Background: an optimization exercise with open tools, aiming at a short achievable clock period and few clock cycles per item. Do not read the settings as production practice. The RTL was checked by simulation tests, not by an equivalence proof against the original design. No run shown here takes its clock network from TritonCTS; it comes from the design's own scripts or RTL. The clock port is modelled as an ideal driver, which makes a skipped or thinned clock tree look cheaper than it is; a real chip needs a root buffer or a tree. Power is estimated from default activity; no workload was simulated.

--- flow/config.mk ---
export PLATFORM = sky130hd
export DESIGN_NAME = alu_core
export DESIGN_NICKNAME = alu_core
export VERILOG_FILES = /design/flow/design.v
export SDC_FILE = /design/flow/constraint.sdc
export NUM_CORES = 8
export LEC_CHECK = 0
export CAP_MARGIN = 20
export CORE_MARGIN = 2
export CORE_UTILIZATION = 65
export SETUP_SLACK_MARGIN = 5
export SLEW_MARGIN = 20
--- flow/constraint.sdc ---
create_clock -name core_clock -period 8.0 [get_ports {clk}]
set_input_delay 1.6000 -clock core_clock [delete_from_list [all_inputs] [get_ports {clk}]]
set_output_delay 1.6000 -clock core_clock [all_outputs]
set_load 0.01 [all_outputs]
--- flow/design.v ---
package core_pkg;
    localparam int XLEN     = 32;
    localparam int NUM_REGS = 32;
    localparam int CAPACITY = 6;
    localparam int QDEPTH   = 6;     
    typedef logic [XLEN-1:0] word_t;
    typedef logic [31:0]     instr_t;
    typedef logic [4:0]      reg_addr_t;
    localparam logic [6:0] OPCODE_OP     = 7'b0110011;
    localparam logic [6:0] OPCODE_OP_IMM = 7'b0010011;
    localparam logic [6:0] FUNCT7_BASE   = 7'b0000000;
    localparam logic [6:0] FUNCT7_ALT    = 7'b0100000;   
    localparam int U_ALU = 0;     
    localparam int U_SLL = 1;
    localparam int U_SR  = 2;     
    localparam int NUM_UNITS = 3;
    localparam logic [3:0] LUT_ADD = 4'b0110;   
    localparam logic [3:0] LUT_SUB = 4'b0110;   
    localparam logic [3:0] LUT_AND = 4'b1000;
    localparam logic [3:0] LUT_OR  = 4'b1110;
    localparam logic [3:0] LUT_XOR = 4'b0110;
endpackage
`timescale 1ns/1ps
import core_pkg::*;
module instr_decoder (
    input  core_pkg::instr_t      instr,
    output logic [NUM_UNITS-1:0]  unit_sel,
    output logic [3:0]            lut,
    output logic                  arith,      
    output logic                  sub,
    output logic                  sra,        
    output logic                  use_imm,
    output core_pkg::word_t       imm,
    output logic                  legal
);
    logic [6:0] opcode;
    logic [2:0] funct3;
    logic [6:0] funct7;
    logic       is_op;
    logic       is_imm;
    logic       f7_base;
    logic       f7_alt;
    assign opcode  = instr[6:0];
    assign funct3  = instr[14:12];
    assign funct7  = instr[31:25];
    assign is_op   = (opcode == OPCODE_OP);
    assign is_imm  = (opcode == OPCODE_OP_IMM);
    assign f7_base = (funct7 == FUNCT7_BASE);
    assign f7_alt  = (funct7 == FUNCT7_ALT);
    always_comb begin
        unit_sel = '0;
        lut      = LUT_ADD;
        arith    = 1'b0;
        sub      = 1'b0;
        sra      = 1'b0;
        legal    = 1'b0;
        case (funct3)
            3'b000: begin
                unit_sel[U_ALU] = 1'b1;
                arith = 1'b1;
                sub   = is_op && f7_alt;
                lut   = (is_op && f7_alt) ? LUT_SUB : LUT_ADD;
                legal = is_imm || (is_op && (f7_base || f7_alt));
            end
            3'b111: begin
                unit_sel[U_ALU] = 1'b1;
                lut   = LUT_AND;
                legal = is_imm || (is_op && f7_base);
            end
            3'b110: begin
                unit_sel[U_ALU] = 1'b1;
                lut   = LUT_OR;
                legal = is_imm || (is_op && f7_base);
            end
            3'b100: begin
                unit_sel[U_ALU] = 1'b1;
                lut   = LUT_XOR;
                legal = is_imm || (is_op && f7_base);
            end
            3'b001: begin
                unit_sel[U_SLL] = 1'b1;
                legal = (is_imm || is_op) && f7_base;
            end
            3'b101: begin
                unit_sel[U_SR] = 1'b1;
                sra   = f7_alt;
                legal = (is_imm || is_op) && (f7_base || f7_alt);
            end
            default: ;   
        endcase
    end
    assign use_imm = is_imm;
    assign imm     = {{(XLEN-12){instr[31]}}, instr[31:20]};   
endmodule
`timescale 1ns/1ps
import core_pkg::*;
module reg_file (
    input  logic                  clk,
    input  logic                  reset_n,
    input  logic [NUM_REGS-1:0]   read_sel_1,
    input  logic [NUM_REGS-1:0]   read_sel_2,
    output core_pkg::word_t       read_data_1,
    output core_pkg::word_t       read_data_2,
    input  logic [NUM_REGS-1:0]   write_sel,
    input  core_pkg::word_t       write_data
);
    core_pkg::word_t regs [1:NUM_REGS-1];
    always_ff @(posedge clk or negedge reset_n) begin
        if (!reset_n) begin
            for (int i = 1; i < NUM_REGS; i++) begin
                regs[i] <= '0;
            end
        end else begin
            for (int i = 1; i < NUM_REGS; i++) begin
                if (write_sel[i]) begin
                    regs[i] <= write_data;
                end
            end
        end
    end
    always_comb begin
        read_data_1 = '0;
        read_data_2 = '0;
        for (int i = 1; i < NUM_REGS; i++) begin
            read_data_1 = read_data_1 | ({XLEN{read_sel_1[i]}} & regs[i]);
            read_data_2 = read_data_2 | ({XLEN{read_sel_2[i]}} & regs[i]);
        end
    end
endmodule
`timescale 1ns/1ps
import core_pkg::*;
module alu (
    input  core_pkg::word_t  a,
    input  core_pkg::word_t  b,
    input  logic [3:0]       lut,        
    input  logic             sub,        
    input  logic [3:0]       sh_lo,
    input  logic [7:0]       sh_hi,
    input  logic             sra,        
    output core_pkg::word_t  base,
    output core_pkg::word_t  carry,
    output core_pkg::word_t  sll,
    output core_pkg::word_t  sr
);
    core_pkg::word_t gen;
    core_pkg::word_t prop;
    assign gen  = a & b;
    assign prop = a | b;
    logic [XLEN-1:0] pg_g [6];
    logic [XLEN-1:0] pg_p [6];
    always_comb begin
        pg_g[0][0] = sub;
        pg_p[0][0] = 1'b0;
        for (int j = 1; j < XLEN; j++) begin
            pg_g[0][j] = gen[j-1];
            pg_p[0][j] = prop[j-1];
        end
        for (int l = 0; l < 5; l++) begin
            for (int j = 0; j < XLEN; j++) begin
                if (j >= (1 << l)) begin
                    pg_g[l+1][j] = pg_g[l][j] | (pg_p[l][j] & pg_g[l][j-(1<<l)]);
                    pg_p[l+1][j] = pg_p[l][j] & pg_p[l][j-(1<<l)];
                end else begin
                    pg_g[l+1][j] = pg_g[l][j];
                    pg_p[l+1][j] = pg_p[l][j];
                end
            end
        end
    end
    assign carry = pg_g[5];
    always_comb begin
        for (int i = 0; i < XLEN; i++) begin
            base[i] = (lut[3] & a[i] & b[i]) | (lut[2] & a[i] & !b[i])
                    | (lut[1] & !a[i] & b[i]) | (lut[0] & !a[i] & !b[i]);
        end
    end
    core_pkg::word_t sll_1;
    always_comb begin
        for (int i = 0; i < XLEN; i++) begin
            sll_1[i] = 1'b0;
            for (int k = 0; k < 4; k++) begin
                if (i - k >= 0) sll_1[i] = sll_1[i] | (sh_lo[k] & a[i-k]);
            end
        end
        for (int i = 0; i < XLEN; i++) begin
            sll[i] = 1'b0;
            for (int j = 0; j < 8; j++) begin
                if (i - 4 * j >= 0) sll[i] = sll[i] | (sh_hi[j] & sll_1[i-4*j]);
            end
        end
    end
    core_pkg::word_t sr_1;
    logic            fill;
    assign fill = sra & a[XLEN-1];
    always_comb begin
        for (int i = 0; i < XLEN; i++) begin
            sr_1[i] = 1'b0;
            for (int k = 0; k < 4; k++) begin
                sr_1[i] = sr_1[i] | (sh_lo[k] & ((i + k < XLEN) ? a[i+k] : fill));
            end
        end
        for (int i = 0; i < XLEN; i++) begin
            sr[i] = 1'b0;
            for (int j = 0; j < 8; j++) begin
                sr[i] = sr[i] | (sh_hi[j] & ((i + 4 * j < XLEN) ? sr_1[i+4*j] : fill));
            end
        end
    end
endmodule
`timescale 1ns/1ps
import core_pkg::*;
module pipe_stage #(
    parameter int WIDTH = 1
) (
    input  logic             clk,
    input  logic             reset_n,
    input  logic             in_valid,
    input  logic [WIDTH-1:0] in_data,
    output logic             out_valid,
    input  logic             out_ready,
    output logic [WIDTH-1:0] out_data
);
    localparam int CNT_W = $clog2(QDEPTH + 1);
    logic [WIDTH-1:0]  q [QDEPTH];
    logic [QDEPTH-1:0] rptr;         
    logic [QDEPTH-1:0] wptr;         
    logic [QDEPTH-1:0] rptr_inc;
    logic [CNT_W-1:0]  count;
    logic              pop;
    logic              bypass;
    logic [WIDTH-1:0]  head;
    logic [WIDTH-1:0]  head_inc;
    assign pop      = out_valid && out_ready;
    assign rptr_inc = {rptr[QDEPTH-2:0], rptr[QDEPTH-1]};
    assign bypass = in_valid && (pop ? (count == CNT_W'(1)) : (count == '0));
    always_comb begin
        head     = '0;
        head_inc = '0;
        for (int i = 0; i < QDEPTH; i++) begin
            head     = head     | ({WIDTH{rptr[i]}}     & q[i]);
            head_inc = head_inc | ({WIDTH{rptr_inc[i]}} & q[i]);
        end
    end
    always_ff @(posedge clk or negedge reset_n) begin
        if (!reset_n) begin
            out_valid <= 1'b0;
            rptr      <= QDEPTH'(1);
            wptr      <= QDEPTH'(1);
            count     <= '0;
        end else begin
            case ({in_valid, pop})
                2'b10: begin
                    count     <= count + 1'b1;
                    out_valid <= 1'b1;
                end
                2'b01: begin
                    count     <= count - 1'b1;
                    out_valid <= (count != CNT_W'(1));
                end
                default: ;   
            endcase
            if (pop) begin
                rptr <= rptr_inc;
            end
            if (in_valid) begin
                wptr <= {wptr[QDEPTH-2:0], wptr[QDEPTH-1]};
            end
        end
    end
    always_ff @(posedge clk) begin
        out_data <= bypass ? in_data : (pop ? head_inc : head);
        for (int i = 0; i < QDEPTH; i++) begin
            if (in_valid && wptr[i]) begin
                q[i] <= in_data;
            end
        end
    end
endmodule
`timescale 1ns/1ps
import core_pkg::*;
module hazard_control (
    input  logic clk,
    input  logic reset_n,
    input  logic in_valid,
    input  logic retire,
    output logic in_ready,
    output logic accept,
    output logic idle
);
    localparam int CNT_W = $clog2(CAPACITY + 1);
    logic [CNT_W-1:0] in_flight;
    logic             busy;          
    assign accept = in_valid && in_ready;
    logic [CNT_W-1:0] inc;
    logic [CNT_W-1:0] dec;
    logic             ready_inc;
    logic             ready_same;
    logic             busy_dec;
    assign inc        = in_flight + 1'b1;
    assign dec        = in_flight - 1'b1;
    assign ready_inc  = (in_flight < CNT_W'(CAPACITY - 1));
    assign ready_same = (in_flight < CNT_W'(CAPACITY));
    assign busy_dec   = (in_flight != CNT_W'(1));
    assign idle = !busy;
    always_ff @(posedge clk or negedge reset_n) begin
        if (!reset_n) begin
            in_flight <= '0;
            in_ready  <= 1'b0;
            busy      <= 1'b0;
        end else begin
            case ({accept, retire})
                2'b10: begin
                    in_flight <= inc;
                    in_ready  <= ready_inc;
                    busy      <= 1'b1;
                end
                2'b01: begin
                    in_flight <= dec;
                    in_ready  <= 1'b1;
                    busy      <= busy_dec;
                end
                default: begin   
                    in_ready  <= ready_same;
                end
            endcase
        end
    end
endmodule
`timescale 1ns/1ps
import core_pkg::*;
module alu_core_top (
    input  logic        clk,
    input  logic        reset_n,
    input  logic        in_valid,
    output logic        in_ready,
    input  logic [31:0] in_instr,
    output logic        out_valid,
    input  logic        out_ready,
    output logic [4:0]  out_rd,
    output logic [31:0] out_value,
    output logic        out_reg_write,
    output logic        out_illegal,
    output logic        idle
);
    logic accept;
    logic retire;
    assign retire = out_valid && out_ready;
    hazard_control u_hazard (
        .clk      (clk),
        .reset_n  (reset_n),
        .in_valid (in_valid),
        .retire   (retire),
        .in_ready (in_ready),
        .accept   (accept),
        .idle     (idle)
    );
    core_pkg::instr_t      s0_instr;
    logic                  s0_valid;
    logic [NUM_REGS-1:0]   s0_rs1_sel;
    logic [NUM_REGS-1:0]   s0_rs2_sel;
    always_ff @(posedge clk or negedge reset_n) begin
        if (!reset_n) begin
            s0_valid <= 1'b0;
        end else begin
            s0_valid <= accept;
        end
    end
    always_ff @(posedge clk) begin
        s0_instr   <= in_instr;
        s0_rs1_sel <= NUM_REGS'(1) << in_instr[19:15];
        s0_rs2_sel <= NUM_REGS'(1) << in_instr[24:20];
    end
    logic [NUM_UNITS-1:0] dec_unit_sel;
    logic [3:0]           dec_lut;
    logic                 dec_arith;
    logic                 dec_sub;
    logic                 dec_sra;
    logic                 dec_use_imm;
    core_pkg::word_t      dec_imm;
    logic                 dec_legal;
    instr_decoder u_decoder (
        .instr    (s0_instr),
        .unit_sel (dec_unit_sel),
        .lut      (dec_lut),
        .arith    (dec_arith),
        .sub      (dec_sub),
        .sra      (dec_sra),
        .use_imm  (dec_use_imm),
        .imm      (dec_imm),
        .legal    (dec_legal)
    );
    core_pkg::word_t     rf_data_1;
    core_pkg::word_t     rf_data_2;
    logic [NUM_REGS-1:0] s3_write_sel;
    core_pkg::word_t     s3_value;
    reg_file u_reg_file (
        .clk         (clk),
        .reset_n     (reset_n),
        .read_sel_1  (s0_rs1_sel),
        .read_sel_2  (s0_rs2_sel),
        .read_data_1 (rf_data_1),
        .read_data_2 (rf_data_2),
        .write_sel   (s3_write_sel),
        .write_data  (s3_value)
    );
    logic                s1_valid;
    logic                s1_write;      
    core_pkg::reg_addr_t s1_rd;
    logic                s2_write;
    core_pkg::reg_addr_t s2_rd;
    logic                s3_write;
    core_pkg::reg_addr_t s3_rd;
    logic hit_a1, hit_a2, hit_a3, hit_b1, hit_b2, hit_b3;
    assign hit_a1 = s1_write && (s1_rd == s0_instr[19:15]);
    assign hit_a2 = s2_write && (s2_rd == s0_instr[19:15]);
    assign hit_a3 = s3_write && (s3_rd == s0_instr[19:15]);
    assign hit_b1 = s1_write && (s1_rd == s0_instr[24:20]) && !dec_use_imm;
    assign hit_b2 = s2_write && (s2_rd == s0_instr[24:20]);
    assign hit_b3 = s3_write && (s3_rd == s0_instr[24:20]);
    core_pkg::word_t      s1_rf_a;
    core_pkg::word_t      s1_rf_b;
    logic                 s1_fwd_a2;     
    logic                 s1_fwd_a3;     
    logic                 s1_fwd_a4;     
    logic                 s1_fwd_b2;
    logic                 s1_fwd_b3;
    logic                 s1_fwd_b4;
    logic                 s1_legal;
    logic [NUM_UNITS-1:0] s1_unit_sel;
    logic [3:0]           s1_lut;
    logic                 s1_arith;
    logic                 s1_sub;
    logic                 s1_sra;
    logic                 s1_use_imm;
    core_pkg::word_t      s1_imm;
    always_ff @(posedge clk or negedge reset_n) begin
        if (!reset_n) begin
            s1_valid <= 1'b0;
            s1_write <= 1'b0;
        end else begin
            s1_valid <= s0_valid;
            s1_write <= s0_valid && dec_legal && (s0_instr[11:7] != '0);
        end
    end
    always_ff @(posedge clk) begin
        s1_rd       <= s0_instr[11:7];
        s1_legal    <= dec_legal;
        s1_unit_sel <= dec_unit_sel;
        s1_lut      <= dec_lut;
        s1_arith    <= dec_arith;
        s1_sub      <= dec_sub;
        s1_sra      <= dec_sra;
        s1_use_imm  <= dec_use_imm;
        s1_imm      <= dec_imm;
        s1_rf_a     <= rf_data_1;
        s1_rf_b     <= rf_data_2;
        s1_fwd_a2   <= hit_a1;
        s1_fwd_a3   <= !hit_a1 && hit_a2;
        s1_fwd_a4   <= !hit_a1 && !hit_a2 && hit_a3;
        s1_fwd_b2   <= hit_b1;
        s1_fwd_b3   <= !hit_b1 && hit_b2;
        s1_fwd_b4   <= !hit_b1 && !hit_b2 && hit_b3;
    end
    logic                 s2_valid;
    logic                 s2_legal;
    logic [NUM_UNITS-1:0] s2_unit_sel;
    logic [3:0]           s2_lut;
    logic                 s2_arith;
    logic                 s2_sub;
    logic                 s2_sra;
    core_pkg::word_t      s2_a;
    core_pkg::word_t      s2_b;          
    logic [3:0]           s2_sh_lo;      
    logic [7:0]           s2_sh_hi;      
    core_pkg::word_t      alu_base;
    core_pkg::word_t      alu_carry;
    core_pkg::word_t      alu_sll;
    core_pkg::word_t      alu_sr;
    core_pkg::word_t      alu_result;
    alu u_alu (
        .a     (s2_a),
        .b     (s2_b),
        .lut   (s2_lut),
        .sub   (s2_sub),
        .sh_lo (s2_sh_lo),
        .sh_hi (s2_sh_hi),
        .sra   (s2_sra),
        .base  (alu_base),
        .carry (alu_carry),
        .sll   (alu_sll),
        .sr    (alu_sr)
    );
    core_pkg::word_t      s4_value;
    core_pkg::word_t      a_older;
    core_pkg::word_t      b_older;
    core_pkg::word_t      a_next;
    core_pkg::word_t      b_pick;
    core_pkg::word_t      b_next;
    logic [NUM_UNITS-1:0] sel_a;         
    logic [NUM_UNITS-1:0] sel_b;
    assign a_older = s1_fwd_a3 ? s3_value : (s1_fwd_a4 ? s4_value : s1_rf_a);
    assign b_older = s1_use_imm ? s1_imm
                   : (s1_fwd_b3 ? s3_value : (s1_fwd_b4 ? s4_value : s1_rf_b));
    assign sel_a = s1_fwd_a2 ? s2_unit_sel : '0;
    assign sel_b = s1_fwd_b2 ? s2_unit_sel : '0;
    function automatic core_pkg::word_t pick(
        input logic [NUM_UNITS-1:0] sel,
        input logic                 arith,
        input logic                 keep,
        input core_pkg::word_t      older,
        input core_pkg::word_t      base,
        input core_pkg::word_t      carry,
        input core_pkg::word_t      sll,
        input core_pkg::word_t      sr
    );
        core_pkg::word_t rest;
        core_pkg::word_t c0;
        core_pkg::word_t c1;
        rest = ({XLEN{sel[U_SLL]}} & sll) | ({XLEN{sel[U_SR]}} & sr)
             | ({XLEN{keep}} & older);
        c0   = rest | ({XLEN{sel[U_ALU]}} & base);
        c1   = rest | ({XLEN{sel[U_ALU]}} & (base ^ {XLEN{arith}}));
        pick = (carry & c1) | (~carry & c0);
    endfunction
    assign alu_result = pick(s2_unit_sel, s2_arith, 1'b0, '0,
                             alu_base, alu_carry, alu_sll, alu_sr);
    assign a_next     = pick(sel_a, s2_arith, !s1_fwd_a2, a_older,
                             alu_base, alu_carry, alu_sll, alu_sr);
    assign b_pick     = pick(sel_b, s2_arith, !s1_fwd_b2, b_older,
                             alu_base, alu_carry, alu_sll, alu_sr);
    assign b_next     = b_pick ^ {XLEN{s1_sub}};
    always_ff @(posedge clk or negedge reset_n) begin
        if (!reset_n) begin
            s2_valid <= 1'b0;
            s2_write <= 1'b0;
        end else begin
            s2_valid <= s1_valid;
            s2_write <= s1_write;
        end
    end
    always_ff @(posedge clk) begin
        s2_rd       <= s1_rd;
        s2_legal    <= s1_legal;
        s2_unit_sel <= s1_unit_sel;
        s2_lut      <= s1_lut;
        s2_arith    <= s1_arith;
        s2_sub      <= s1_sub;
        s2_sra      <= s1_sra;
        s2_a        <= a_next;
        s2_b        <= b_next;
        s2_sh_lo    <= 4'(1) << b_pick[1:0];
        s2_sh_hi    <= 8'(1) << b_pick[4:2];
    end
    logic                s3_valid;
    logic                s3_legal;
    always_ff @(posedge clk or negedge reset_n) begin
        if (!reset_n) begin
            s3_valid     <= 1'b0;
            s3_write     <= 1'b0;
            s3_write_sel <= '0;
        end else begin
            s3_valid     <= s2_valid;
            s3_write     <= s2_write;
            s3_write_sel <= s2_write ? (NUM_REGS'(1) << s2_rd) : '0;
        end
    end
    always_ff @(posedge clk) begin
        s3_rd    <= s2_rd;
        s3_legal <= s2_legal;
        s3_value <= alu_result;
        s4_value <= s3_value;
    end
    localparam int RETIRE_W = 5 + XLEN + 2;
    logic [RETIRE_W-1:0] out_rec;
    pipe_stage #(.WIDTH(RETIRE_W)) u_out_queue (
        .clk       (clk),
        .reset_n   (reset_n),
        .in_valid  (s3_valid),
        .in_data   ({s3_rd, s3_value, s3_legal, !s3_legal}),
        .out_valid (out_valid),
        .out_ready (out_ready),
        .out_data  (out_rec)
    );
    assign {out_rd, out_value, out_reg_write, out_illegal} = out_rec;
endmodule
`timescale 1ns/1ps
module alu_core (
    input  logic        clk,
    input  logic        reset_n,
    input  logic        in_valid,
    output logic        in_ready,
    input  logic [31:0] in_instr,
    output logic        out_valid,
    input  logic        out_ready,
    output logic [4:0]  out_rd,
    output logic [31:0] out_value,
    output logic        out_reg_write,
    output logic        out_illegal,
    output logic        idle
);
    alu_core_top u_core (
        .clk           (clk),
        .reset_n       (reset_n),
        .in_valid      (in_valid),
        .in_ready      (in_ready),
        .in_instr      (in_instr),
        .out_valid     (out_valid),
        .out_ready     (out_ready),
        .out_rd        (out_rd),
        .out_value     (out_value),
        .out_reg_write (out_reg_write),
        .out_illegal   (out_illegal),
        .idle          (idle)
    );
endmodule
--- flow/flow/run.sh ---
#!/bin/bash
set -euo pipefail
work=$(pwd)
bash standard.sh SYNTH_SCRIPT="$work/flow/synth.tcl" SETUP_SLACK_MARGIN=5.6 \
  PRE_CTS_TCL="$work/flow/clock_tree.tcl" finish > "$work/flow_make.log" 2>&1
--- flow/flow/abc.script ---
&get -n
&st
&dch
&nf
&st
&sopb
&dsdb
&nf
&st
&sopb
&dsdb
&nf
&st
&sopb
&dsdb
&nf
&put
buffer -c
topo
stime -c
upsize -c
dnsize -c
--- flow/flow/clock_tree.tcl ---
# Two-level clock tree, built in place of TritonCTS's (sourced as PRE_CTS_TCL):
# the clock port drives 4 root buffers, one per quarter of the clock pins
# (split at the median x, then the median y); each root drives the leaf
# buffers of its quarter; each leaf drives a group of at most ct_max_pins
# clock pins, for a short clock slew at every pin. The groups come from
# cutting each quarter across its longer side into parts sized for the number
# of groups each part gets, until every part is one group. Each buffer sits at the
# centre of what it drives. Every register's clock passes through one root
# and one leaf buffer, so the tree is balanced. clock_tree_synthesis is then
# replaced by a no-op for the rest of cts.tcl.

set ct_max_pins 20

proc ct_split {pts levels axis} {
  if {$levels == 0} { return [list $pts] }
  set idx [expr {$axis == 0 ? 1 : 2}]
  set sorted [lsort -integer -index $idx $pts]
  set half [expr {[llength $sorted] / 2}]
  set lo [lrange $sorted 0 [expr {$half - 1}]]
  set hi [lrange $sorted $half end]
  set next [expr {1 - $axis}]
  return [concat [ct_split $lo [expr {$levels - 1}] $next] [ct_split $hi [expr {$levels - 1}] $next]]
}

# Splits pts into k groups of near-equal size, cutting each part across its
# longer side
proc ct_split_k {pts k} {
  if {$k <= 1} { return [list $pts] }
  set xs [lsort -integer [lmap p $pts { lindex $p 1 }]]
  set ys [lsort -integer [lmap p $pts { lindex $p 2 }]]
  set dx [expr {[lindex $xs end] - [lindex $xs 0]}]
  set dy [expr {[lindex $ys end] - [lindex $ys 0]}]
  set sorted [lsort -integer -index [expr {$dx >= $dy ? 1 : 2}] $pts]
  set k1 [expr {$k / 2}]
  set n1 [expr {([llength $sorted] * $k1 + $k / 2) / $k}]
  return [concat [ct_split_k [lrange $sorted 0 [expr {$n1 - 1}]] $k1] \
                 [ct_split_k [lrange $sorted $n1 end] [expr {$k - $k1}]]]
}

proc ct_centre {pts} {
  set sx 0; set sy 0
  foreach p $pts { set sx [expr {$sx + [lindex $p 1]}]; set sy [expr {$sy + [lindex $p 2]}] }
  set n [llength $pts]
  return [list [expr {$sx / $n}] [expr {$sy / $n}]]
}

proc ct_buffer {block master name x y} {
  set inst [odb::dbInst_create $block $master $name]
  set w [$master getWidth]
  set h [$master getHeight]
  $inst setLocation [expr {$x - $w / 2}] [expr {$y - $h / 2}]
  $inst setPlacementStatus PLACED
  return $inst
}

proc ct_out {inst} {
  set it [$inst findITerm X]
  if {$it eq "NULL"} { set it [$inst findITerm Y] }
  return $it
}

proc ct_build {root_levels max_pins root_cell leaf_cell} {
  set db [ord::get_db]
  set block [ord::get_db_block]
  set rmaster [$db findMaster $root_cell]
  set master [$db findMaster $leaf_cell]
  set clk [$block findNet clk]
  set pts {}
  foreach it [$clk getITerms] {
    set bb [[$it getInst] getBBox]
    lappend pts [list $it [expr {([$bb xMin] + [$bb xMax]) / 2}] [expr {([$bb yMin] + [$bb yMax]) / 2}]]
  }
  puts "clock tree: [llength $pts] clock pins"
  set r 0
  set l 0
  foreach group [ct_split $pts $root_levels 0] {
    set leaves [ct_split_k $group [expr {([llength $group] + $max_pins - 1) / $max_pins}]]
    set lpts {}
    set rnet [odb::dbNet_create $block "clknet_root_$r"]
    $rnet setSigType CLOCK
    foreach leaf $leaves {
      lassign [ct_centre $leaf] x y
      set buf [ct_buffer $block $master "clkbuf_leaf_$l" $x $y]
      set lnet [odb::dbNet_create $block "clknet_leaf_$l"]
      $lnet setSigType CLOCK
      foreach p $leaf {
        set it [lindex $p 0]
        $it disconnect
        $it connect $lnet
      }
      [ct_out $buf] connect $lnet
      [$buf findITerm A] connect $rnet
      lappend lpts [list $buf $x $y]
      puts "clock tree: leaf $l [llength $leaf] pins at $x $y"
      incr l
    }
    lassign [ct_centre $lpts] x y
    set rbuf [ct_buffer $block $rmaster "clkbuf_root_$r" $x $y]
    [ct_out $rbuf] connect $rnet
    [$rbuf findITerm A] connect $clk
    puts "clock tree: root $r at $x $y drives [llength $leaves] leaves"
    incr r
  }
  $clk setSigType CLOCK
}

ct_build 2 $ct_max_pins sky130_fd_sc_hd__clkbuf_16 sky130_fd_sc_hd__clkbuf_16
set_propagated_clock [all_clocks]
rename clock_tree_synthesis ct_unused_clock_tree_synthesis
proc clock_tree_synthesis {args} { puts "clock tree: built by clock_tree.tcl; TritonCTS not run" }
--- flow/flow/synth.tcl ---
# The standard synthesis script (synth_recipe.tcl), with one change in
# Yosys's abc call: it maps with the ABC script beside this file
# (abc.script), which balances the logic for delay (&sopb, &dsdb) before each
# mapping, and leaves out the library's slowest multi-input cells (wide OR,
# AND and NOR gates, majority, 3-input XOR, 4-input mux and the larger
# AND-OR cells), which abc otherwise puts on the ALU's critical paths
proc synth {args} { yosys synth -nofsm -noshare {*}$args }
set ::own_abc_script [file join [file dirname [file normalize [info script]]] abc.script]
set ::own_abc_dont_use {
  or3_* or3b_* or4_* or4b_* or4bb_* and4_* and4b_* and4bb_*
  nor3_* nor3b_* nor4_* nor4b_* nor4bb_* maj3_*
  a2111o_* a2111oi_* o2111a_* o2111ai_* a311o_* o311a_* a41o_* o41a_*
  a221o_* a222oi_* o221a_* a32o_* o32a_* xor3_* xnor3_* mux4_*
  a311oi_* o311ai_* a41oi_* o41ai_*
}
proc abc {args} {
  set i [lsearch -exact $args -script]
  if { $i >= 0 } {
    lset args [expr { $i + 1 }] $::own_abc_script
  }
  foreach cell $::own_abc_dont_use {
    lappend args -dont_use sky130_fd_sc_hd__$cell
  }
  yosys abc {*}$args
}
source $::env(SCRIPTS_DIR)/synth.tcl
# left out here: clear keep_hierarchy, flatten, clean up, hide names made inside functions, write 1_2_yosys.v
--- flow/standard.sh ---
#!/bin/bash
# synth_recipe.tcl (not shown) runs the flow's synth.tcl, then flattens the netlist and writes it again
# the make line also repeats each setting of config.mk as NAME=value (left out here)
make -C /OpenROAD-flow-scripts/flow DESIGN_CONFIG=/design/flow/config.mk WORK_HOME=/design/flow/orfs CLKGATE_MAP_FILE= SYNTH_SCRIPT=/design/flow/synth_recipe.tcl "${@:-finish}"
==> results.sh, run 1 <==
export IMPL_antenna_found_initial=26
export IMPL_synth_top_cell_area_share_pct=33.6
export IMPL_maxSlewHeadroom_pct=20.7
export IMPL_leakagePower_nw=35.9
export IMPL_place_hpwl_um=172000
export IMPL_synthAdderAreaFrac_pct=0.160
export IMPL_critical_path_max_fanout=2
export IMPL_stdcell_area_sq_um=85000
export IMPL_layout_drive_gt1_share_pct=27.3
export IMPL_synthSimpleGateAreaFrac_pct=10.2
export IMPL_portBuffers=77
export IMPL_setup_slack_ns=5.28
export IMPL_seq_area_frac_synth_pct=52.6
export IMPL_worst_pin_slew_ns=1.19
export IMPL_yosysWarnings=10
export IMPL_finalCritPeriodShare_pct=34.0
export IMPL_dpl_instance_area_sq_um=80000
export IMPL_drv_slew=0
export IMPL_viasPerCell=8.03
export IMPL_maxCapViolCount=0
export IMPL_critPathRequiredTime_ns=6.40
export IMPL_hold_violations=0
export IMPL_synth_cell_types=80
export IMPL_dieWidth_um=351
export IMPL_avgSynthCellArea_sq_um=11.0
export IMPL_drtIter0Drc=13200
export IMPL_powerDensity_nw_per_um2=171
export IMPL_critical_path_max_stage_delay_ns=0.44
export IMPL_critPathTopFamily="flip-flops"
export IMPL_async_reset_ff_share_pct=62.7
export IMPL_clkTransAtPathRegs_ns=0.08
export IMPL_finClkSkew_ns=0.0703
export IMPL_yosys_area_top_type="dfrtp_1"
export IMPL_cpMaxStageDelayCell="dfrtp_2"
export IMPL_synth_top_family_by_area="compound AO/OA/AOI/OAI gates"
export IMPL_grt_max_degree=181
export IMPL_min_period_ns=2.72
export IMPL_final_setup_viol_count=0
export IMPL_start_util_pct=65.4
export IMPL_gp_congestion=0.986
export IMPL_status="no timing/DRC/antenna violations"
export IMPL_holdCritPathClass="reg -> reg"
export IMPL_synth_xor_area_share_pct=0.941
export IMPL_fp_coreArea_sq_um=120000
export IMPL_synth_seq_cells=1675
export IMPL_max_freq_mhz=368
export IMPL_synthesis_nets=7131
export IMPL_grt_pass1_wl_um=456000
export IMPL_endpoint_kind="primary output"
export IMPL_grt_pass1_vias=63800
export IMPL_die_height_um=351
export IMPL_synth_compound_area_share_pct=17.1
export IMPL_cp_buffers_inverters=1
export IMPL_synthCells=7085
export IMPL_dieArea_sq_um=123000
export IMPL_tns_ns=0
export IMPL_start_kind="flop"
export IMPL_dr_total_vias=68300
export IMPL_muxShareOfSynthArea_pct=15.5
export IMPL_num_io_pins=78
export IMPL_track_usage_pct=51.5
export IMPL_row_count=127
export IMPL_vdd_drop_max_mv=0.223
export IMPL_nets=6921
export IMPL_dp_slack_ns=4.00
export IMPL_overflow=0
export IMPL_routedWlPerCell_um=38.6
export IMPL_critPathArrivalTime_ns=1.12
export IMPL_crit_path_cell_trace="buf_6"
export IMPL_ys_flop_type="dfrtp_1"
export IMPL_netlist_area_sq_um=78200
export IMPL_drc=0
export IMPL_crit_type="reg -> out"
export IMPL_rsz0062_at_grt="yes"
export IMPL_first_pass_iters=14
export IMPL_drt_total_wl_um=328000
export IMPL_clock_latency_ns=0.61
export IMPL_antenna_left=0
export IMPL_yosys_top_cells_area="dfrtp_1, mux2_2, a22oi_1"
export IMPL_area_growth_pct=8.69
export IMPL_synth_edf_count=234
export IMPL_ctsHoldBuffers=0
-- cells in the mapped netlist (all sizes together) (6+ instances only) --
cell type     n
a22oi      1236
dfrtp      1049
mux2       1005
nand2       592
clkbuf      470
nor2        430
nand4       425
dfxtp       390
a21oi       242
edfxtp      234
buf         170
o21ai       102
mux2i        79
nand3        59
xnor2        52
and3         50
a221oi       43
inv          33
a31oi        32
xor2         32
nand2b       29
a21o         27
a211oi       26
nand3b       25
o22ai        25
and2         23
nor2b        22
or2          22
a22o         20
o211ai       18
o221ai       18
o21a         14
ha           10
o22a         10
o31ai        10
a211o         8
a31o          8
a21boi        6
-- state kept, by name, indices dropped and copies added, names as in the netlist, 31 cells and up --
signal and cells:
u_core.s1_rf_b 32, u_core.s3_value 32, u_core.u_out_queue.out_data 39, u_core.s1_rf_a 32, u_core.s2_b 32, u_core.s0_rs1_sel 31, u_core.s4_value 32, u_core.s0_instr 32
u_core.u_reg_file.regs 992, u_core.s0_rs2_sel 31, u_core.s3_write_sel 31, u_core.u_out_queue.q 234, u_core.s2_a 32
-- path summary, 6_finish.rpt --
check / start / end / slack, ns / depth (start not counted)
setup / recovery: u_core.u_out_queue.out_valid$_DFFE_PN0P_ / out_valid / 5.28 / 1
hold / removal: u_core.s1_arith$_DFF_P_ / u_core.s2_arith$_DFF_P_ / 0.33 / 0
setup reg to reg: u_core.s2_a[4]$_DFF_P_ / u_core.s2_b[9]$_DFF_P_ / 5.47 / 8
hold reg to reg: u_core.s1_arith$_DFF_P_ / u_core.s2_arith$_DFF_P_ / 0.33 / 0
max in group asynchronous: reset_n / u_core.u_reg_file.regs[18][16]$_DFFE_PN0P_ / 5.72 / 3
min in group asynchronous: reset_n / u_core.s3_write_sel[5]$_DFF_PN0_ / 0.99 / 1
-- where the power goes --
group	switching (W)	leakage (nW)	total, W	internal [W]
Sequential	0.000227	20.4	0.00893	0.00870
Clock	0.00267	1.08	0.00459	0.00193
Combinational	0.000627	14.4	0.00103	0.000405
-- metal layers --
| layer | share of wire (%) | up-vias | GRT usage, % |
|---|---|---|---|
| met5 | 0.064 | - | 0.706 |
| met4 | 8.9 | 26 | 32.7 |
| met3 | 17 | 2100 | 24.2 |
| met2 | 39 | 6819 | 71.2 |
| met1 | 34 | 33100 | 65.0 |
| li1 | - | 26200 | - |
-- through the flow --
stage          std cells  hold slack (ns)  power [W]  utilization (%)
6_report            8502            0.329     0.0146             71.0
3_3_place_gp        8283            0.313    0.00990             66.9
3_5_place_dp        8283            0.314    0.00991             66.9
4_1_cts             8430            0.332     0.0145             69.9
2_1_floorplan       7085            0.310    0.00941                -
5_1_grt             8485            0.333     0.0149             71.0
-- layout make-up --
cell class | count | area [sq um]
inverters | 37 | 165
repair buffers | 329 | 3120
plain buffers | 88 | 2200
multi-input cells | 4744 | 35900
flip-flops and latches | 1675 | 41600
diodes | 17 | 42.5
well taps | 1612 | 2020
fillers | 8781 | 34700
-- cell families (layout without fill, tap and decap cells) --
kind of cell / after synthesis / in the layout
fa+ha+maj: 10 / 10
compound gates: 1868 / 1878
buf+inv: 679 / 454
other cells: 0 / 17
mux: 1084 / 1084
flops: 1675 / 1675
xor+xnor: 84 / 84
simple gates: 1685 / 1688
-- timing repair --
action | CTS | global route
pin swaps | 40 | 60
setup endpoints to repair | 797 | 700
resized for setup | 438 | 216
setup buffers | 44 | 50
cloned | 15 | 5
-- layout by cell type (no fill, tap or decap), drive strengths merged, types with 27 or more instances in the layout --
master and n:
a22oi 1236, and3 50, buf 287, edfxtp 234
a21oi 242, a31oi 32, nand3 60, dfxtp 390
mux2i 79, nand2 594, xnor2 52, mux2 1005
inv 30, a221oi 43, nor2 430, a21o 27
xor2 32, nand2b 29, dfrtp 1049, nand4 425
clkbuf 94, o21ai 102
Testbench counts, summed over its fixed seeds: cycles 12,040, items 12,000.
==> inputs of run 2 (changes only) <==
--- a/flow/config.mk
+++ b/flow/config.mk
@@ -7,6 +7,6 @@
 export LEC_CHECK = 0
 export CAP_MARGIN = 20
 export CORE_MARGIN = 2
-export CORE_UTILIZATION = 65
+export CORE_UTILIZATION = 50
 export SETUP_SLACK_MARGIN = 5
 export SLEW_MARGIN = 20
==> results.sh, run 2 <==
export IMPL_async_reset_ff_share_pct=62.7
export IMPL_yosysMostFrequentCell="a22oi_1"
export IMPL_worstHoldStart="u_core.s1_arith$_DFF_P_"
export IMPL_clockPowerShare_pct=32.1
export IMPL_holdCritPathClass="reg -> reg"
export IMPL_netSwitchingFraction_pct=24.5
export IMPL_netlist_area_sq_um=78200
export IMPL_pwr_share_comb_pct=7.2
export IMPL_critical_path_max_fanout=2
export IMPL_worstSetupStartpoint="u_core.u_out_queue.out_valid$_DFFE_PN0P_"
export IMPL_drtIter0Drc=12900
export IMPL_yosys_area_top_type="dfrtp_1"
export IMPL_maxCapViolCount=0
export IMPL_area_growth_pct=9.83
export IMPL_cp_buffers_inverters=1
export IMPL_crit_type="reg -> out"
export IMPL_fin_util_pct=55.1
export IMPL_critPathArrivalTime_ns=1.12
export IMPL_grt_pass1_wl_um=480000
export IMPL_first_pass_iters=11
export IMPL_synth_top_cell_area_share_pct=33.6
export IMPL_rsz0062_at_grt="yes"
export IMPL_largestRegisters="u_core.u_reg_file.regs x992, u_core.u_out_queue.q x234, u_core.u_out_queue.out_data x39"
export IMPL_antenna_left=0
export IMPL_fp_coreArea_sq_um=156000
export IMPL_layout_drive_gt1_share_pct=27.9
export IMPL_synthTopCellsByCount="a22oi_1, dfrtp_1, mux2_2"
export IMPL_routedWlPerCell_um=38.8
export IMPL_endpoint_kind="primary output"
export IMPL_holdWs_ns=0.331
export IMPL_start_util_pct=50.2
export IMPL_die_height_um=399
export IMPL_crit_path_cell_trace="buf_6"
export IMPL_drt_total_wl_um=348000
export IMPL_finClkSkew_ns=0.0870
export IMPL_clkTransAtPathRegs_ns=0.09
export IMPL_powerDensity_nw_per_um2=170
export IMPL_synthesis_nets=7131
export IMPL_worst_pin_slew_ns=1.23
export IMPL_overflow=0
export IMPL_ys_flop_type="dfrtp_1"
export IMPL_antenna_found_initial=27
export IMPL_vdd_drop_max_mv=0.227
export IMPL_place_hpwl_um=181000
export IMPL_critical_path_max_stage_delay_ns=0.44
export IMPL_grt_max_degree=149
export IMPL_dieWidth_um=399
export IMPL_dr_total_vias=67100
export IMPL_gp_congestion=0.988
export IMPL_hold_violations=0
export IMPL_num_io_pins=78
export IMPL_dp_slack_ns=3.91
export IMPL_setup_slack_ns=5.28
export IMPL_final_common_cell="a22oi_1"
export IMPL_regToRegStartpoint="u_core.s2_a[0]$_DFF_P_"
export IMPL_largest_reg_flops=992
export IMPL_critPathTopFamily="flip-flops"
export IMPL_viasPerCell=7.48
export IMPL_fillers=13400
export IMPL_status="no timing/DRC/antenna violations"
export IMPL_p_seq_share_pct=60.7
export IMPL_cpMaxStageDelayCell="dfrtp_2"
export IMPL_final_cell_mix="a22oi_1, dfrtp_1, mux2_2, nand2_1, nand4_1"
export IMPL_power_switching_w=0.00357
export IMPL_final_setup_viol_count=0
export IMPL_p_total_w=0.0146
export IMPL_min_period_ns=2.72
export IMPL_grt_pass1_vias=63000
export IMPL_critPathRequiredTime_ns=6.40
export IMPL_synth_seq_cells=1675
export IMPL_drv_slew=0
export IMPL_synth_edf_count=234
export IMPL_start_kind="flop"
export IMPL_yosysWarnings=10
export IMPL_finalCritPeriodShare_pct=34.0
export IMPL_synthCells=7085
export IMPL_p_int_w=0.0110
export IMPL_max_freq_mhz=368
export IMPL_track_usage_pct=42.1
export IMPL_leakagePower_nw=36.2
export IMPL_tns_ns=0
export IMPL_largest_register="u_core.u_reg_file.regs"
export IMPL_dieArea_sq_um=160000
export IMPL_synth_cell_types=80
export IMPL_seq_area_frac_synth_pct=52.6
export IMPL_clock_latency_ns=0.63
export IMPL_nets=6952
export IMPL_maxSlewHeadroom_pct=17.9
export IMPL_drc=0
export IMPL_row_count=145
export IMPL_avgSynthCellArea_sq_um=11.0
export IMPL_yosys_top_cells_area="dfrtp_1, mux2_2, a22oi_1"
export IMPL_portBuffers=77
==> run 2: cell counts after synthesis <==
Identical to the previous run, type by type.
==> run 2: logic make-up after synthesis <==
logic type | share of synthesized area (%)
mux | 15.5
simple gates | 10.2
flops | 52.6
compound gates | 17.1
fa+ha+maj | 0.160
xor+xnor | 0.941
buf+inv | 3.48
==> run 2: area by class of cell <==
| type | instances | area, sq um | share of cell area [%] |
|---|---|---|---|
| Antenna cell | 13 | 32.5 | 0.0379 |
| Buffer | 88 | 2200 | 2.56 |
| Inverter | 37 | 155 | 0.181 |
| Multi-Input combinational cell | 4735 | 35900 | 41.8 |
| Sequential cell | 1675 | 41500 | 48.3 |
| Tap cell | 2058 | 2570 | 3.00 |
| Timing Repair Buffer | 369 | 3530 | 4.11 |
==> run 2: final timing paths <==
kind	endpoint	slack, ns	depth (start not counted)
setup / recovery	out_valid	5.28	1
hold / removal	u_core.s2_arith$_DFF_P_	0.33	0
setup reg to reg	u_core.s2_b[13]$_DFF_P_	5.47	9
hold reg to reg	u_core.s2_arith$_DFF_P_	0.33	0
max in group asynchronous	u_core.u_reg_file.regs[5][23]$_DFFE_PN0P_	5.71	2
min in group asynchronous	u_core.u_reg_file.regs[2][12]$_DFFE_PN0P_	0.93	1
==> run 2: power groups by stage <==
stage / clock network (W) / registers (W) / logic, W
after floorplan: 0 / 0.00898 / 0.000432
after global placement: 0 / 0.00902 / 0.000921
after detailed placement: 0 / 0.00901 / 0.000931
after CTS: 0.00470 / 0.00886 / 0.000992
after global routing: 0.00499 / 0.00888 / 0.00112
final: 0.00468 / 0.00887 / 0.00105
==> run 2: what timing repair did <==
action	CTS	global route
pin swaps	63	85
buffers inserted	71	43
setup endpoints to repair	316	345
gates cloned	7	7
gates resized for setup	462	222
hold buffers	0	0
==> run 2: routing by layer <==
layer / track usage [%] / part of all wire, % / vias to the layer above / routed length [um]
li1: - / - / 26300 / -
met1: 55.5 / 37 / 33400 / 129000
met2: 61.0 / 42 / 5899 / 145000
met3: 14.0 / 14 / 1517 / 50100
met4: 23.0 / 7.0 / 18 / 24500
met5: 0.515 / 0.062 / - / 217
==> run 2: metrics by stage <==
stage	std cells	area, sq um
5_1_grt	8964	85900
2_1_floorplan	7085	78500
4_1_cts	8912	84400
6_report	8975	85900
3_3_place_gp	8746	80700
3_5_place_dp	8746	80700
==> inputs of run 3 (changes only) <==
--- a/flow/design.v
+++ b/flow/design.v
@@ -218,6 +218,7 @@
     input  logic [WIDTH-1:0] in_data,
     output logic             out_valid,
     input  logic             out_ready,
+    output logic             taken,       
     output logic [WIDTH-1:0] out_data
 );
     localparam int CNT_W = $clog2(QDEPTH + 1);
@@ -230,7 +231,8 @@
     logic              bypass;
     logic [WIDTH-1:0]  head;
     logic [WIDTH-1:0]  head_inc;
-    assign pop      = out_valid && out_ready;
+    assign pop      = (count != '0) && out_ready;
+    assign taken    = pop;
     assign rptr_inc = {rptr[QDEPTH-2:0], rptr[QDEPTH-1]};
     assign bypass = in_valid && (pop ? (count == CNT_W'(1)) : (count == '0));
     always_comb begin
@@ -257,7 +259,9 @@
                     count     <= count - 1'b1;
                     out_valid <= (count != CNT_W'(1));
                 end
-                default: ;   
+                default: begin   
+                    out_valid <= (count != '0);
+                end
             endcase
             if (pop) begin
                 rptr <= rptr_inc;
@@ -290,7 +294,8 @@
     localparam int CNT_W = $clog2(CAPACITY + 1);
     logic [CNT_W-1:0] in_flight;
     logic             busy;          
-    assign accept = in_valid && in_ready;
+    logic armed;
+    assign accept = in_valid && armed && (in_flight < CNT_W'(CAPACITY));
     logic [CNT_W-1:0] inc;
     logic [CNT_W-1:0] dec;
     logic             ready_inc;
@@ -305,9 +310,11 @@
     always_ff @(posedge clk or negedge reset_n) begin
         if (!reset_n) begin
             in_flight <= '0;
+            armed     <= 1'b0;
             in_ready  <= 1'b0;
             busy      <= 1'b0;
         end else begin
+            armed <= 1'b1;
             case ({accept, retire})
                 2'b10: begin
                     in_flight <= inc;
@@ -321,6 +328,7 @@
                 end
                 default: begin   
                     in_ready  <= ready_same;
+                    busy      <= (in_flight != '0);
                 end
             endcase
         end
@@ -344,7 +352,6 @@
 );
     logic accept;
     logic retire;
-    assign retire = out_valid && out_ready;
     hazard_control u_hazard (
         .clk      (clk),
         .reset_n  (reset_n),
@@ -579,6 +586,7 @@
         .in_data   ({s3_rd, s3_value, s3_legal, !s3_legal}),
         .out_valid (out_valid),
         .out_ready (out_ready),
+        .taken     (retire),
         .out_data  (out_rec)
     );
     assign {out_rd, out_value, out_reg_write, out_illegal} = out_rec;
==> results.sh, run 3 <==
export IMPL_synthCells=7070
export IMPL_start_util_pct=50.2
export IMPL_synth_edf_count=234
export IMPL_cp_buffers_inverters=1
export IMPL_critical_path_max_fanout=1
export IMPL_layout_drive_gt1_share_pct=26.6
export IMPL_dieWidth_um=400
export IMPL_critPathTopFamily="flip-flops"
export IMPL_largestRegisters="u_core.u_reg_file.regs x992, u_core.u_out_queue.q x234, u_core.u_out_queue.out_data x39"
export IMPL_clock_latency_ns=0.63
export IMPL_clkTransAtPathRegs_ns=0.08
export IMPL_ys_flop_type="dfrtp_1"
export IMPL_row_count=145
export IMPL_first_pass_iters=9
export IMPL_avgSynthCellArea_sq_um=11.1
export IMPL_overflow=0
export IMPL_final_setup_viol_count=0
export IMPL_drt_total_wl_um=344000
export IMPL_rsz0062_at_grt="yes"
export IMPL_synth_top_cell_area_share_pct=33.5
export IMPL_antenna_found_initial=18
export IMPL_grt_pass1_wl_um=475000
export IMPL_leakagePower_nw=36.4
export IMPL_drtIter0Drc=12000
export IMPL_drv_slew=0
export IMPL_fp_coreArea_sq_um=156000
export IMPL_ctsHoldBuffers=0
export IMPL_holdCritPathClass="reg -> reg"
export IMPL_final_cell_mix="a22oi_1, dfrtp_1, mux2_2, nand2_1, nor2_1"
export IMPL_maxCapViolCount=0
export IMPL_start_kind="flop"
export IMPL_cpMaxStageDelayCell="dfxtp_4"
export IMPL_grt_pass1_vias=62800
export IMPL_yosysMostFrequentCell="a22oi_1"
export IMPL_p_total_w=0.0145
export IMPL_maxSlewHeadroom_pct=18.1
export IMPL_nets=6896
export IMPL_antenna_left=0
export IMPL_netlist_area_sq_um=78400
export IMPL_yosysWarnings=10
export IMPL_critPathRequiredTime_ns=6.40
export IMPL_tns_ns=0
export IMPL_status="no timing/DRC/antenna violations"
export IMPL_track_usage_pct=41.5
export IMPL_finClkSkew_ns=0.0785
export IMPL_yosys_top_cells_area="dfrtp_1, mux2_2, a22oi_1"
export IMPL_area_growth_pct=9.05
export IMPL_grt_max_degree=190
export IMPL_crit_type="reg -> out"
export IMPL_seq_area_frac_synth_pct=52.5
export IMPL_dieArea_sq_um=160000
export IMPL_synthTopCellsByCount="a22oi_1, dfrtp_1, mux2_2"
export IMPL_routedWlPerCell_um=38.6
export IMPL_viasPerCell=7.52
export IMPL_min_period_ns=2.71
export IMPL_synth_seq_cells=1676
export IMPL_crit_path_cell_trace="buf_6"
export IMPL_final_common_cell="a22oi_1"
export IMPL_vdd_drop_max_mv=0.233
export IMPL_synthesis_nets=7118
export IMPL_largest_register="u_core.u_reg_file.regs"
export IMPL_gp_congestion=0.971
export IMPL_max_freq_mhz=369
export IMPL_yosys_area_top_type="dfrtp_1"
export IMPL_synth_cell_types=75
export IMPL_critical_path_max_stage_delay_ns=0.40
export IMPL_die_height_um=400
export IMPL_fin_util_pct=54.8
export IMPL_portBuffers=77
export IMPL_largest_reg_flops=992
export IMPL_endpoint_kind="primary output"
export IMPL_dr_total_vias=67000
export IMPL_place_hpwl_um=177000
export IMPL_num_io_pins=78
export IMPL_worst_pin_slew_ns=1.23
export IMPL_drc=0
export IMPL_hold_violations=0
export IMPL_critPathArrivalTime_ns=1.11
export IMPL_finalCritPeriodShare_pct=33.8
export IMPL_async_reset_ff_share_pct=62.8
export IMPL_powerDensity_nw_per_um2=170
run 3: cells by family after synthesis:
logic type | count (synthesis) | share of synthesized area, %
compound gates | 1930 | 17.7
flops | 1676 | 52.5
simple gates | 1597 | 9.85
mux | 1078 | 15.4
buf+inv | 692 | 3.41
xor+xnor | 84 | 0.938
fa+ha+maj | 12 | 0.192
other cells | 1 | 0.00478
run 3: through the flow:
| stage | instance area [sq um] | hold WS, ns | std cells | setup slack (ns) |
|---|---|---|---|---|
| 6_report | 85500 | 0.334 | 8912 | 5.29 |
| 5_1_grt | 85500 | 0.344 | 8905 | 5.26 |
| 4_1_cts | 84100 | 0.336 | 8842 | 5.28 |
| 3_5_place_dp | 80700 | 0.312 | 8704 | 4.20 |
| 3_3_place_gp | 80700 | 0.310 | 8704 | 4.19 |
| 2_1_floorplan | 78500 | 0.310 | 7070 | 5.34 |
run 3: final timing paths:
check                                                             start                                        end  slack [ns]  depth (start not counted)
worst max-delay path            u_core.u_out_queue.out_data[29]$_DFF_P_                              out_value[27]        5.29                          1
worst min register to register                  u_core.s1_arith$_DFF_P_                    u_core.s2_arith$_DFF_P_        0.33                          0
min in group asynchronous                                       reset_n  u_core.u_reg_file.regs[20][6]$_DFFE_PN0P_        0.93                          1
worst max register to register                   u_core.s2_b[4]$_DFF_P_                    u_core.s2_b[19]$_DFF_P_        5.51                         10
max in group asynchronous                                       reset_n     u_core.u_out_queue.rptr[0]$_DFFE_PN1P_        5.81                          3
worst min-delay path                            u_core.s1_arith$_DFF_P_                    u_core.s2_arith$_DFF_P_        0.33                          0
run 3: metal layers:
metal  part of all wire, %  vias to the layer above  global-route usage (%)
met5                 0.035                        -                       0
met4                   7.3                       11                    23.0
met3                    14                     1509                    13.0
met2                    42                     5722                    61.0
met1                    37                    33500                    54.4
li1                      -                    26200                       -
run 3: layout make-up:
cell class	instances	area [sq um]
Fill cell	13600	70500
Sequential cell	1676	41600
Multi-Input combinational cell	4707	35700
Timing Repair Buffer	339	3240
Tap cell	2058	2570
Buffer	88	2200
Inverter	36	151
Antenna cell	8	20.0
run 3: repair_timing:
action | in CTS | in global routing
gates resized for setup | 428 | 214
cloned | 7 | 6
hold endpoints to repair | 0 | 0
pin swaps | 29 | 73
buffers inserted | 43 | 56
endpoints found under the setup margin | 820 | 615
run 3: where the power goes:
group / switching [W] / internal, W
sequential: 0.000190 / 0.00872
clock: 0.00273 / 0.00193
combinational: 0.000611 / 0.000352
Testbench counts of run 3, summed over its fixed seeds: cycles 12,040, items 12,000.
==> inputs of run 4 (changes only) <==
--- a/flow/flow/clock_tree.tcl
+++ b/flow/flow/clock_tree.tcl
@@ -1,15 +1,6 @@
-# Two-level clock tree, built in place of TritonCTS's (sourced as PRE_CTS_TCL):
-# the clock port drives 4 root buffers, one per quarter of the clock pins
-# (split at the median x, then the median y); each root drives the leaf
-# buffers of its quarter; each leaf drives a group of at most ct_max_pins
-# clock pins, for a short clock slew at every pin. The groups come from
-# cutting each quarter across its longer side into parts sized for the number
-# of groups each part gets, until every part is one group. Each buffer sits at the
-# centre of what it drives. Every register's clock passes through one root
-# and one leaf buffer, so the tree is balanced. clock_tree_synthesis is then
-# replaced by a no-op for the rest of cts.tcl.
 
-set ct_max_pins 20
+set ::ct_max_pins 18
+set ::ct_pull 1.0
 
 proc ct_split {pts levels axis} {
   if {$levels == 0} { return [list $pts] }
@@ -75,11 +66,16 @@
   set l 0
   foreach group [ct_split $pts $root_levels 0] {
     set leaves [ct_split_k $group [expr {([llength $group] + $max_pins - 1) / $max_pins}]]
+    set cpts {}
+    foreach leaf $leaves { lappend cpts [concat [list {}] [ct_centre $leaf]] }
+    lassign [ct_centre $cpts] rx ry
     set lpts {}
     set rnet [odb::dbNet_create $block "clknet_root_$r"]
     $rnet setSigType CLOCK
     foreach leaf $leaves {
       lassign [ct_centre $leaf] x y
+      set x [expr {int($x + $::ct_pull * ($rx - $x))}]
+      set y [expr {int($y + $::ct_pull * ($ry - $y))}]
       set buf [ct_buffer $block $master "clkbuf_leaf_$l" $x $y]
       set lnet [odb::dbNet_create $block "clknet_leaf_$l"]
       $lnet setSigType CLOCK
@@ -104,7 +100,7 @@
   $clk setSigType CLOCK
 }
 
-ct_build 2 $ct_max_pins sky130_fd_sc_hd__clkbuf_16 sky130_fd_sc_hd__clkbuf_16
+ct_build 2 $::ct_max_pins sky130_fd_sc_hd__clkbuf_16 sky130_fd_sc_hd__clkbuf_16
 set_propagated_clock [all_clocks]
 rename clock_tree_synthesis ct_unused_clock_tree_synthesis
 proc clock_tree_synthesis {args} { puts "clock tree: built by clock_tree.tcl; TritonCTS not run" }
==> results.sh, run 4 <==
export IMPL_drv_slew=0
export IMPL_endpoint_kind="primary output"
export IMPL_portBuffers=77
export IMPL_yosysWarnings=10
export IMPL_status="no timing/DRC/antenna violations"
export IMPL_viasPerCell=7.51
export IMPL_hold_violations=0
export IMPL_drc=0
export IMPL_powerDensity_nw_per_um2=177
export IMPL_rsz0062_at_grt="yes"
export IMPL_dieWidth_um=400
export IMPL_largest_reg_flops=992
export IMPL_crit_end="idle"
export IMPL_ctsHoldBuffers=0
export IMPL_vdd_drop_max_mv=0.313
export IMPL_reg2regPathDepth=11
export IMPL_first_pass_iters=10
export IMPL_gp_congestion=0.971
export IMPL_dr_total_vias=67200
export IMPL_critPathRequiredTime_ns=6.40
export IMPL_synth_top_cell_area_share_pct=33.5
export IMPL_r2r_end="u_core.s3_value[26]$_DFF_P_"
export IMPL_grt_max_degree=134
export IMPL_maxCapViolCount=0
export IMPL_critical_path_max_fanout=1
export IMPL_synth_cell_types=75
export IMPL_final_cell_mix="a22oi_1, dfrtp_1, mux2_2, nand2_1, nor2_1"
export IMPL_start_kind="flop"
export IMPL_yosysMostFrequentCell="a22oi_1"
export IMPL_routedWlPerCell_um=39.1
export IMPL_holdCritPathClass="reg -> reg"
export IMPL_track_usage_pct=42.3
export IMPL_worst_pin_slew_ns=1.22
export IMPL_nets=6922
export IMPL_finClkSkew_ns=0.0454
export IMPL_drt_total_wl_um=350000
export IMPL_antenna_found_initial=16
export IMPL_max_freq_mhz=382
export IMPL_grt_pass1_vias=63500
export IMPL_avgSynthCellArea_sq_um=11.1
export IMPL_netlist_area_sq_um=78400
export IMPL_maxSlewHeadroom_pct=18.6
export IMPL_dieArea_sq_um=160000
export IMPL_final_common_cell="a22oi_1"
export IMPL_layout_drive_gt1_share_pct=26.8
export IMPL_num_io_pins=78
export IMPL_crit_type="reg -> out"
export IMPL_reg2reg_setup_slack_ns=5.58
export IMPL_clkTransAtPathRegs_ns=0.10
export IMPL_synth_edf_count=234
export IMPL_area_growth_pct=9.60
export IMPL_fillers=13500
export IMPL_leakagePower_nw=36.6
export IMPL_largestRegisters="u_core.u_reg_file.regs x992, u_core.u_out_queue.q x234, u_core.u_out_queue.out_data x39"
export IMPL_drtIter0Drc=11700
export IMPL_synthesis_nets=7118
export IMPL_synthTopCellsByCount="a22oi_1, dfrtp_1, mux2_2"
export IMPL_grt_pass1_wl_um=483000
export IMPL_fp_coreArea_sq_um=156000
export IMPL_synthCells=7070
export IMPL_place_inst=8704
export IMPL_ys_flop_type="dfrtp_1"
export IMPL_die_height_um=400
export IMPL_largest_register="u_core.u_reg_file.regs"
export IMPL_yosys_top_cells_area="dfrtp_1, mux2_2, a22oi_1"
export IMPL_seq_area_frac_synth_pct=52.5
export IMPL_overflow=0
export IMPL_min_period_ns=2.62
export IMPL_worstSetupStartpoint="u_core.u_hazard.busy$_DFF_PN0_"
export IMPL_async_reset_ff_share_pct=62.8
export IMPL_yosys_area_top_type="dfrtp_1"
export IMPL_finalCritPeriodShare_pct=32.8
export IMPL_row_count=145
export IMPL_regToRegStartpoint="u_core.s2_a[4]$_DFF_P_"
export IMPL_critPathArrivalTime_ns=1.02
export IMPL_start_util_pct=50.2
export IMPL_final_setup_viol_count=0
export IMPL_synth_seq_cells=1676
export IMPL_clock_latency_ns=0.52
export IMPL_place_hpwl_um=177000
export IMPL_tns_ns=0
export IMPL_finalNonFillerCells=8950
export IMPL_antenna_left=0
-- run 4: final cells by class --
cell class	instances	area [sq um]	share of cell area (%)
tap	2058	2570	3.00
sequential	1676	41600	48.4
inverter	36	153	0.178
timing repair buffer	354	3370	3.92
multi-input combinational	4706	35700	41.6
antenna	20	50.0	0.0582
buffer	100	2500	2.91
-- run 4: what timing repair did --
action | 4_1_cts | 5_1_grt
gates resized for setup | 449 | 188
hold endpoints to repair | 0 | 0
gates cloned | 9 | 5
buffers inserted | 53 | 59
pin swaps | 30 | 69
setup endpoints to repair | 901 | 434
-- run 4: per-layer routing --
layer / share of wire [%] / global-route usage (%) / vias to the layer above
met4: 7.1 / 23.9 / 14
met3: 14 / 13.4 / 1479
met2: 42 / 62.0 / 5770
met1: 37 / 55.3 / 33700
li1: - / - / 26300
met5: 0.042 / 0.0908 / -
-- run 4: critical path, stage by stage, from the launching register on --
cell,delay (ns)
dfrtp_1,0.37
inv_1,0.05
buf_2,0.12
-- run 4: worst min path at each step --
stage / start / end / slack [ns] / depth (start not counted)
after floorplan: u_core.s1_arith$_DFF_P_ / u_core.s2_arith$_DFF_P_ / 0.31 / 0
after global placement: u_core.s2_legal$_DFF_P_ / u_core.s3_legal$_DFF_P_ / 0.31 / 0
after detailed placement: u_core.s1_unit_sel[2]$_DFF_P_ / u_core.s2_unit_sel[2]$_DFF_P_ / 0.31 / 0
after CTS: u_core.s1_unit_sel[1]$_DFF_P_ / u_core.s2_unit_sel[1]$_DFF_P_ / 0.34 / 0
after global routing: u_core.s1_unit_sel[1]$_DFF_P_ / u_core.s2_unit_sel[1]$_DFF_P_ / 0.34 / 0
final: u_core.s1_legal$_DFF_P_ / u_core.s2_legal$_DFF_P_ / 0.34 / 0
-- run 4: kinds of logic after synthesis --
| kind of cell | synth area share, % |
|---|---|
| compound gates | 17.7 |
| flops | 52.5 |
| other cells | 0.00478 |
| simple gates | 9.85 |
| mux | 15.4 |
| fa+ha+maj | 0.192 |
| xor+xnor | 0.938 |
| buf+inv | 3.41 |
-- run 4: metrics by stage --
stage / utilization (%) / cell area, sq um / setup WS, ns / power (W) / hold slack [ns]
after floorplan: - / 78500 / 5.34 / 0.00935 / 0.310
after global placement: 51.7 / 80700 / 4.19 / 0.00991 / 0.310
after detailed placement: 51.7 / 80700 / 4.20 / 0.00992 / 0.312
after CTS: 54.2 / 84500 / 5.37 / 0.0151 / 0.337
after global routing: 55.0 / 85900 / 5.34 / 0.0155 / 0.343
final: 55.1 / 85900 / 5.38 / 0.0152 / 0.336
-- run 4: power by group --
group	total, W	switching, W	internal, W
clock	0.00529	0.00308	0.00221
combinational	0.00101	0.000632	0.000374
sequential	0.00892	0.000193	0.00873
total	0.0152	0.00391	0.0113
==> inputs of run 5 (changes only) <==
--- a/flow/flow/clock_tree.tcl
+++ b/flow/flow/clock_tree.tcl
@@ -1,6 +1,6 @@
 
 set ::ct_max_pins 18
-set ::ct_pull 1.0
+set ::ct_pull 0.8
 
 proc ct_split {pts levels axis} {
   if {$levels == 0} { return [list $pts] }
==> results.sh, run 5 <==
export IMPL_status="no timing/DRC/antenna violations"
export IMPL_synth_top_cell_area_share_pct=33.5
export IMPL_power_switching_w=0.00373
export IMPL_powerDensity_nw_per_um2=175
export IMPL_final_common_cell="a22oi_1"
export IMPL_fp_coreArea_sq_um=156000
export IMPL_holdWs_ns=0.333
export IMPL_drv_slew=0
export IMPL_synthCells=7070
export IMPL_tns_ns=0
export IMPL_crit_type="reg -> out"
export IMPL_clock_latency_ns=0.52
export IMPL_synthesis_nets=7118
export IMPL_final_setup_viol_count=0
export IMPL_p_seq_share_pct=59.3
export IMPL_clkTransAtPathRegs_ns=0.09
export IMPL_endpoint_kind="primary output"
export IMPL_place_hpwl_um=177000
export IMPL_nets=6924
export IMPL_reg2reg_setup_slack_ns=5.53
export IMPL_holdPathStages=0
export IMPL_holdCritPathClass="reg -> reg"
export IMPL_die_height_um=400
export IMPL_maxSlewHeadroom_pct=19.3
export IMPL_yosys_area_top_type="dfrtp_1"
export IMPL_row_count=145
export IMPL_num_io_pins=78
export IMPL_rsz0062_at_grt="yes"
export IMPL_synth_edf_count=234
export IMPL_worst_pin_slew_ns=1.21
export IMPL_finalCritPeriodShare_pct=32.9
export IMPL_critical_path_max_fanout=1
export IMPL_track_usage_pct=41.9
export IMPL_pwr_share_comb_pct=6.6
export IMPL_yosysWarnings=10
export IMPL_ys_flop_type="dfrtp_1"
export IMPL_viasPerCell=7.54
export IMPL_dr_total_vias=67500
export IMPL_r2r_end="u_core.s2_b[5]$_DFF_P_"
export IMPL_yosys_top_cells_area="dfrtp_1, mux2_2, a22oi_1"
export IMPL_avgSynthCellArea_sq_um=11.1
export IMPL_antenna_left=0
export IMPL_crit_end="idle"
export IMPL_gp_congestion=0.971
export IMPL_netSwitchingFraction_pct=24.8
export IMPL_area_growth_pct=9.53
export IMPL_grt_max_degree=134
export IMPL_critPathRequiredTime_ns=6.40
export IMPL_synthTopCellsByCount="a22oi_1, dfrtp_1, mux2_2"
export IMPL_dieWidth_um=400
export IMPL_routedWlPerCell_um=38.8
export IMPL_largest_reg_flops=992
export IMPL_regToRegStartpoint="u_core.s2_sh_lo[3]$_SDFF_PP0_"
export IMPL_largestRegisters="u_core.u_reg_file.regs x992, u_core.u_out_queue.q x234, u_core.u_out_queue.out_data x39"
export IMPL_drt_total_wl_um=347000
export IMPL_start_util_pct=50.2
export IMPL_async_reset_ff_share_pct=62.8
export IMPL_max_freq_mhz=380
export IMPL_overflow=0
export IMPL_yosysMostFrequentCell="a22oi_1"
export IMPL_grt_pass1_wl_um=480000
export IMPL_reg2regPathDepth=9
export IMPL_fillers=13500
export IMPL_ctsHoldBuffers=0
export IMPL_vdd_drop_max_mv=0.306
export IMPL_clockPowerShare_pct=34.1
export IMPL_grt_pass1_vias=63300
export IMPL_maxCapViolCount=0
export IMPL_drc=0
export IMPL_dieArea_sq_um=160000
export IMPL_synth_cell_types=75
export IMPL_portBuffers=77
export IMPL_worstSetupStartpoint="u_core.u_hazard.busy$_DFF_PN0_"
export IMPL_layout_drive_gt1_share_pct=26.8
export IMPL_drtIter0Drc=11900
export IMPL_hold_violations=0
export IMPL_critPathArrivalTime_ns=1.03
export IMPL_start_kind="flop"
export IMPL_min_period_ns=2.63
export IMPL_seq_area_frac_synth_pct=52.5
export IMPL_largest_register="u_core.u_reg_file.regs"
export IMPL_netlist_area_sq_um=78400
export IMPL_finClkSkew_ns=0.0400
export IMPL_dpl_instance_area_sq_um=80700
export IMPL_p_int_w=0.0113
export IMPL_first_pass_iters=9
export IMPL_synth_seq_cells=1676
export IMPL_leakagePower_nw=36.7
export IMPL_stdcell_area_sq_um=85900
export IMPL_final_cell_mix="a22oi_1, dfrtp_1, mux2_2, nand2_1, nor2_1"
export IMPL_antenna_found_initial=16
-- run 5: cell counts after synthesis --
No cell type changed its count.
-- run 5: logic make-up after synthesis --
family          count (synthesis)  share of synthesized area [%]
buf+inv                       692                           3.41
fa+ha+maj                      12                          0.192
xor+xnor                       84                          0.938
simple gates                 1597                           9.85
other cells                     1                        0.00478
mux                          1078                           15.4
compound gates               1930                           17.7
flops                        1676                           52.5
-- run 5: power groups by stage --
stage | clock (W) | sequential (W) | combinational [W]
2_1_floorplan | 0 | 0.00900 | 0.000353
3_3_place_gp | 0 | 0.00906 | 0.000854
3_5_place_dp | 0 | 0.00905 | 0.000863
4_1_cts | 0.00510 | 0.00891 | 0.000974
5_1_grt | 0.00541 | 0.00892 | 0.00105
6_report | 0.00512 | 0.00891 | 0.000987
-- run 5: cell type report --
| class | instances | area (sq um) | area share [%] |
|---|---|---|---|
| diodes | 21 | 52.6 | 0.0612 |
| plain buffers | 100 | 2500 | 2.91 |
| flip-flops and latches | 1676 | 41600 | 48.4 |
| inverters | 36 | 149 | 0.173 |
| repair buffers | 356 | 3330 | 3.88 |
| multi-input cells | 4706 | 35700 | 41.5 |
| well taps | 2058 | 2570 | 3.00 |
-- run 5: stage by stage --
| step | worst slack (ns) | total power (W) | std cells | util (%) |
|---|---|---|---|---|
| detailed placement | 4.20 | 0.00992 | 8704 | 51.7 |
| global route | 5.32 | 0.0154 | 8933 | 55.0 |
| finish | 5.37 | 0.0150 | 8953 | 55.0 |
| CTS | 5.36 | 0.0150 | 8865 | 54.1 |
| global placement | 4.19 | 0.00991 | 8704 | 51.7 |
| floorplan | 5.34 | 0.00935 | 7070 | - |
-- run 5: per-layer routing --
metal | part of all wire [%] | wire length [um] | track usage (%)
met4 | 6.8 | 23700 | 23.6
met5 | 0.029 | 102 | 0
met2 | 42 | 147000 | 61.6
met3 | 14 | 48400 | 12.7
met1 | 37 | 128000 | 55.2
-- run 5: worst min path at each step --
stage / startpoint / endpoint / slack (ns)
2_1_floorplan: u_core.s1_arith$_DFF_P_ / u_core.s2_arith$_DFF_P_ / 0.31
3_3_place_gp: u_core.s2_legal$_DFF_P_ / u_core.s3_legal$_DFF_P_ / 0.31
3_5_place_dp: u_core.s1_unit_sel[2]$_DFF_P_ / u_core.s2_unit_sel[2]$_DFF_P_ / 0.31
4_1_cts: u_core.s1_unit_sel[1]$_DFF_P_ / u_core.s2_unit_sel[1]$_DFF_P_ / 0.33
5_1_grt: u_core.s1_unit_sel[1]$_DFF_P_ / u_core.s2_unit_sel[1]$_DFF_P_ / 0.34
6_report: u_core.s1_legal$_DFF_P_ / u_core.s2_legal$_DFF_P_ / 0.33
-- run 5: worst max-delay path, stage by stage (launching register included) --
cell	delay, ns
dfrtp_1	0.36
inv_1	0.05
buf_2	0.12
-- run 5: repair_timing --
| action | in CTS | in global routing |
|---|---|---|
| endpoints found under the setup margin | 895 | 430 |
| setup buffers | 52 | 66 |
| gates resized for setup | 433 | 201 |
| pin swaps | 31 | 69 |
| gates cloned | 9 | 1 |
